This is an optimization exercise on Yosys and OpenROAD, whose aim is small area, a short achievable clock period and few clock cycles per item, not a production implementation.
Where RTL was checked, it was by simulation tests only, not by an equivalence proof against the original.
Power figures rest on the tool's default switching activity, not on a simulated workload.

==> flow/design.v (excerpt) <==
module second_pipe_top (
    input  logic                   clk,
    input  logic                   reset,
    input  logic                   in_req,
    output logic                   in_ack,
    input  logic [32-1:0]     instr,
    input  logic [32-1:0]     pc,
    input  logic [32-1:0]     rs_val,
    input  logic [32-1:0]     rt_val,
    input  logic [14-1:0]      exc_in,
    input  logic                   is_nop,
    output logic                   out_req,
    input  logic                   out_ack,
    output logic                   wr_en,
    output logic [5-1:0] wr_addr,
    output logic [32-1:0]     wr_data,
    output logic [14-1:0]      exc_out
);
    logic                   x_wr_ok;
    logic [5-1:0] x_wr_addr;
    logic [32-1:0]     x_wr_data;
    logic [14-1:0]      x_exc;
    logic                   take;
    logic                   wr_ok_q;
    alu_execute u_execute (
        .instr(instr), .pc_lo(pc[1:0]), .rs_val(rs_val), .rt_val(rt_val),
        .exc_in(exc_in), .is_nop(is_nop),
        .wr_ok(x_wr_ok), .wr_addr(x_wr_addr), .wr_data(x_wr_data), .exc(x_exc)
    );
    issue_capture u_capture (
        .clk(clk), .reset(reset), .in_req(in_req), .in_ack(in_ack),
        .out_req(out_req), .out_ack(out_ack), .take(take)
    );
    result_handshake u_result (
        .clk(clk), .reset(reset), .take(take),
        .out_req(out_req), .out_ack(out_ack)
    );
    always_ff @(posedge clk) begin
        if (!out_req) begin
            wr_ok_q <= x_wr_ok;
            wr_addr <= x_wr_addr;
            wr_data <= x_wr_data;
            exc_out <= x_exc;
        end
    end
    assign wr_en = wr_ok_q && (exc_out == '0);
endmodule
==> module alu_execute, before the edit <==
module alu_execute (
    input  logic [32-1:0]     instr,
    input  logic [1:0]             pc_lo,
    input  logic [32-1:0]     rs_val,
    input  logic [32-1:0]     rt_val,
    input  logic [14-1:0]      exc_in,
    input  logic                   is_nop,
    output logic                   wr_ok,
    output logic [5-1:0] wr_addr,
    output logic [32-1:0]     wr_data,
    output logic [14-1:0]      exc
);
    logic [5:0]  opcode;
    logic [5:0]  funct;
    logic        rtype;
    logic        itype;
    logic        legal;
    logic        sub;
    logic        ov_op;
    logic        uns;
    logic [1:0]  lop;
    logic        lui;
    logic [31:0] b;
    logic [31:0] bx;
    logic [32:0] sum;
    logic        ovf;
    logic        lt;
    logic [31:0] lres;
    logic [4:0]  sh;
    logic        sh_left;
    logic        fill;
    logic [31:0] sh_in;
    logic [31:0] sh_out;
    logic [31:0] sh_res;
    assign opcode = instr[31:26];
    assign funct  = instr[5:0];
    assign rtype  = (opcode == 6'b000000);
    assign itype  = (opcode[5:3] == 3'b001);
    assign legal = rtype ? ((funct[5:3] == 3'b100) ||
                            (funct[5:1] == 5'b10101) ||
                            (funct[5:3] == 3'b000 && funct[1:0] != 2'b01))
                         : itype;
    logic ri;
    assign ri = !opcode[3];
    assign b = ri ? rt_val :
               {{16{instr[15] & ~opcode[2]}}, instr[15:0]};
    assign sub = ri ? (funct[1] & ~funct[2]) : (opcode[1] & ~opcode[2]);
    assign bx  = b ^ {32{sub}};
    logic [31:0] ap;
    logic [31:0] ag;
    logic [31:0] sp [0:5];
    logic [31:0] sg [0:5];
    logic [32:0] cy;
    logic [31:0] t;
    assign t  = rs_val ^ b;
    assign ap = t ^ {32{sub}};
    assign ag = rs_val & (sub ? ~b : b);
    assign sp[0] = ap;
    assign sg[0] = {ag[31:1], ag[0] | (ap[0] & sub)};
    always_comb begin
        for (int k = 0; k < 5; k++) begin
            for (int i = 0; i < 32; i++) begin
                if (i[k]) begin
                    sg[k+1][i] = sg[k][i] | (sp[k][i] & sg[k][((i >> k) << k) - 1]);
                    sp[k+1][i] = sp[k][i] & sp[k][((i >> k) << k) - 1];
                end else begin
                    sg[k+1][i] = sg[k][i];
                    sp[k+1][i] = sp[k][i];
                end
            end
        end
    end
    assign cy[0] = sub;
    always_comb begin
        for (int i = 0; i < 32; i++) cy[i+1] = sg[5][i];
    end
    assign sum = {cy[32], ap ^ cy[31:0]};
    assign ov_op = rtype ? (funct[5:2] == 4'b1000 && !funct[0])
                         : (opcode == 6'b001000);
    assign ovf   = (rs_val[31] == bx[31]) && (sum[31] != rs_val[31]);
    assign uns = ri ? funct[0] : opcode[0];
    assign lt  = !sum[32] ^ (!uns & (rs_val[31] ^ b[31]));
    logic [31:0] lui_v;
    assign lop   = ri ? funct[1:0] : opcode[1:0];
    assign lui   = !ri;
    assign lui_v = {instr[15:0], 16'h0000};
    always_comb begin
        case (lop)
            2'b00:   lres = ag;
            2'b01:   lres = ap | ag;
            2'b10:   lres = ap;
            default: lres = lui ? lui_v : ~(ap | ag);
        endcase
    end
    assign sh      = funct[2] ? rs_val[4:0] : instr[10:6];
    assign sh_left = !funct[1];
    assign fill    = funct[0] & rt_val[31];
    always_comb begin
        for (int i = 0; i < 32; i++) sh_in[i] = sh_left ? rt_val[31-i] : rt_val[i];
    end
    assign sh_out = $unsigned($signed({fill, sh_in}) >>> sh);
    always_comb begin
        for (int i = 0; i < 32; i++) sh_res[i] = sh_left ? sh_out[31-i] : sh_out[i];
    end
    logic sel_sh;
    logic sel_lt;
    logic sel_log;
    logic sel_sum;
    assign sel_sh  = ri & ~funct[5];
    assign sel_lt  = ri ? (funct[5] & funct[3]) : (~opcode[2] & opcode[1]);
    assign sel_log = ri ? (funct[5] & ~funct[3] & funct[2]) : opcode[2];
    assign sel_sum = ri ? (funct[5] & ~funct[3] & ~funct[2]) : (~opcode[2] & ~opcode[1]);
    assign wr_data = ({32{sel_sh}} & sh_res) | ({32{sel_log}} & lres) |
                     ({32{sel_sum}} & sum[31:0]) | {31'd0, sel_lt & lt};
    assign wr_addr = ri ? instr[15:11] : instr[20:16];
    assign wr_ok   = legal && !is_nop;
    always_comb begin
        exc = exc_in;
        if (ov_op && ovf && !is_nop)  exc[1] = 1'b1;
        if (!legal && !is_nop)        exc[2] = 1'b1;
        if (pc_lo != 2'b00)           exc[6] = 1'b1;
    end
endmodule
==> flow/config.mk <==
export PLATFORM = sky130hd
export DESIGN_NAME = second_pipe_top
export DESIGN_NICKNAME = second_pipe_top
export VERILOG_FILES = /design/flow/design.v
export SDC_FILE = /design/flow/constraint.sdc
export NUM_CORES = 4
export LEC_CHECK = 0
export ABC_AREA = 1
export CAP_MARGIN = 20
export CORE_MARGIN = 2
export CORE_UTILIZATION = 40
export SETUP_SLACK_MARGIN = 1.7
export SLEW_MARGIN = 20
==> flow/constraint.sdc <==
create_clock -name core_clock -period 5.0 [get_ports {clk}]
set_input_delay 1.0000 -clock core_clock [delete_from_list [all_inputs] [get_ports {clk}]]
set_output_delay 1.0000 -clock core_clock [all_outputs]
set_load 0.01 [all_outputs]
standard.sh (not shown) runs the stock make flow with config.mk's settings and CLKGATE_MAP_FILE= SYNTH_SCRIPT=/design/flow/synth_recipe.tcl, a recipe that flattens the netlist after the stock synthesis.
==> flow/flow/run.sh <==
#!/bin/bash
# Layout flow: the standard layout (standard.sh, the ORFS make targets),
# with three changes to how the layout is made:
#  - synthesis is synth_recipe.tcl itself, run through flow/synth_abc.tcl,
#    which only swaps the ABC mapping script for flow/abc_map.script;
#  - no adder cells are pre-mapped (ADDER_MAP_FILE empty), so ABC maps the
#    adder with the rest of the logic;
#  - the port buffers are sky130_fd_sc_hd__buf_1 instead of the delay cells
#    buffer_ports picks by default.
# The SDC, clock period, constraints and every other setting are the standard flow's.
# Each ORFS step writes its full log under orfs/logs/; make's own output goes
# to make.log.
set -euo pipefail
here=$(pwd)
export FLOW_SYNTH_TCL="$here/synth_recipe.tcl"
export MY_ABC_SCRIPT="$here/flow/abc_map.script"
export BUFFER_PORTS_ARGS="-buffer_cell sky130_fd_sc_hd__buf_1"
export ADDER_MAP_FILE=
sed "s#SYNTH_SCRIPT=[^ ]*#SYNTH_SCRIPT=$here/flow/synth_abc.tcl#" standard.sh > standard_abc.sh
grep -q "SYNTH_SCRIPT=$here/flow/synth_abc.tcl" standard_abc.sh
bash standard_abc.sh > make.log 2>&1
==> flow/flow/abc_map.script <==
strash
balance
rewrite
refactor
balance
rewrite
rewrite -z
balance
refactor -z
rewrite -z
balance
balance
rewrite
refactor
balance
rewrite
rewrite -z
balance
refactor -z
rewrite -z
balance
dch
map -B 0.9
topo
stime -c
buffer -c
upsize -c
dnsize -c
==> flow/flow/synth_abc.tcl <==
# The standard flow's synthesis script, with the ABC mapping script replaced
proc abc {args} {
  set i [lsearch -exact $args -script]
  if { $i >= 0 } { lset args [expr {$i + 1}] $::env(MY_ABC_SCRIPT) }
  yosys abc {*}$args
}
source $::env(FLOW_SYNTH_TCL)
==> next run, changes <==
--- a/flow/design.v
+++ b/flow/design.v
@@ -98,12 +98,10 @@
     logic [31:0] ag;
     logic [31:0] sp [0:5];
     logic [31:0] sg [0:5];
     logic [32:0] cy;
-    logic [31:0] t;
-    assign t  = rs_val ^ b;
-    assign ap = t ^ {32{sub}};
-    assign ag = rs_val & (sub ? ~b : b);
+    assign ap = rs_val ^ bx;
+    assign ag = rs_val & bx;
     assign sp[0] = ap;
     assign sg[0] = {ag[31:1], ag[0] | (ap[0] & sub)};
     always_comb begin
         for (int k = 0; k < 5; k++) begin
What happened: Die area decreases by about 1.7%; routed wire length decreases by 3.5%; total power decreases by 0.45%; register-to-register slack got worse by 0.10 ns; global-route usage decreases by 0.12 points; via count increases by about 1.4%; worst setup slack improved by 0.032 ns; sequential power is about the same.
Testbench counts after the change, summed over its fixed seeds: cycles 19,985, items 8,000.
The RTL of the first run of this note was laid out without a check of its function.

==> port drivers added, routing unchanged <==
The results above use ideal ports. As a check the final layouts listed here were re-extracted and re-timed, cells and wires unchanged.
Step 1 sets driving cells, clkbuf_16 on the clock port and buf_2 on the other inputs (assumed; they add their load-dependent delay and slew).
Step 2, shift: input delay + t, output delay - t, t = (earliest + latest rising clock arrival at the registers) / 2. This alone moves slack from input paths to output paths.
Three values: no drivers, after step 1, after step 2; two values: the first two.
run	shift t [ns]	setup WS [ns]	slew at the worst register clock pin (ns)
the first run	0.349	1.738 / 1.748 / 1.399	0.07 / 0.07
the second run	0.351	1.769 / 1.752 / 1.400	0.08 / 0.08
After both steps every run listed still meets setup and hold. For the second run, which loses most, drivers alone change the setup slack by -0.017 ns; drivers and shift together by -0.369 ns.
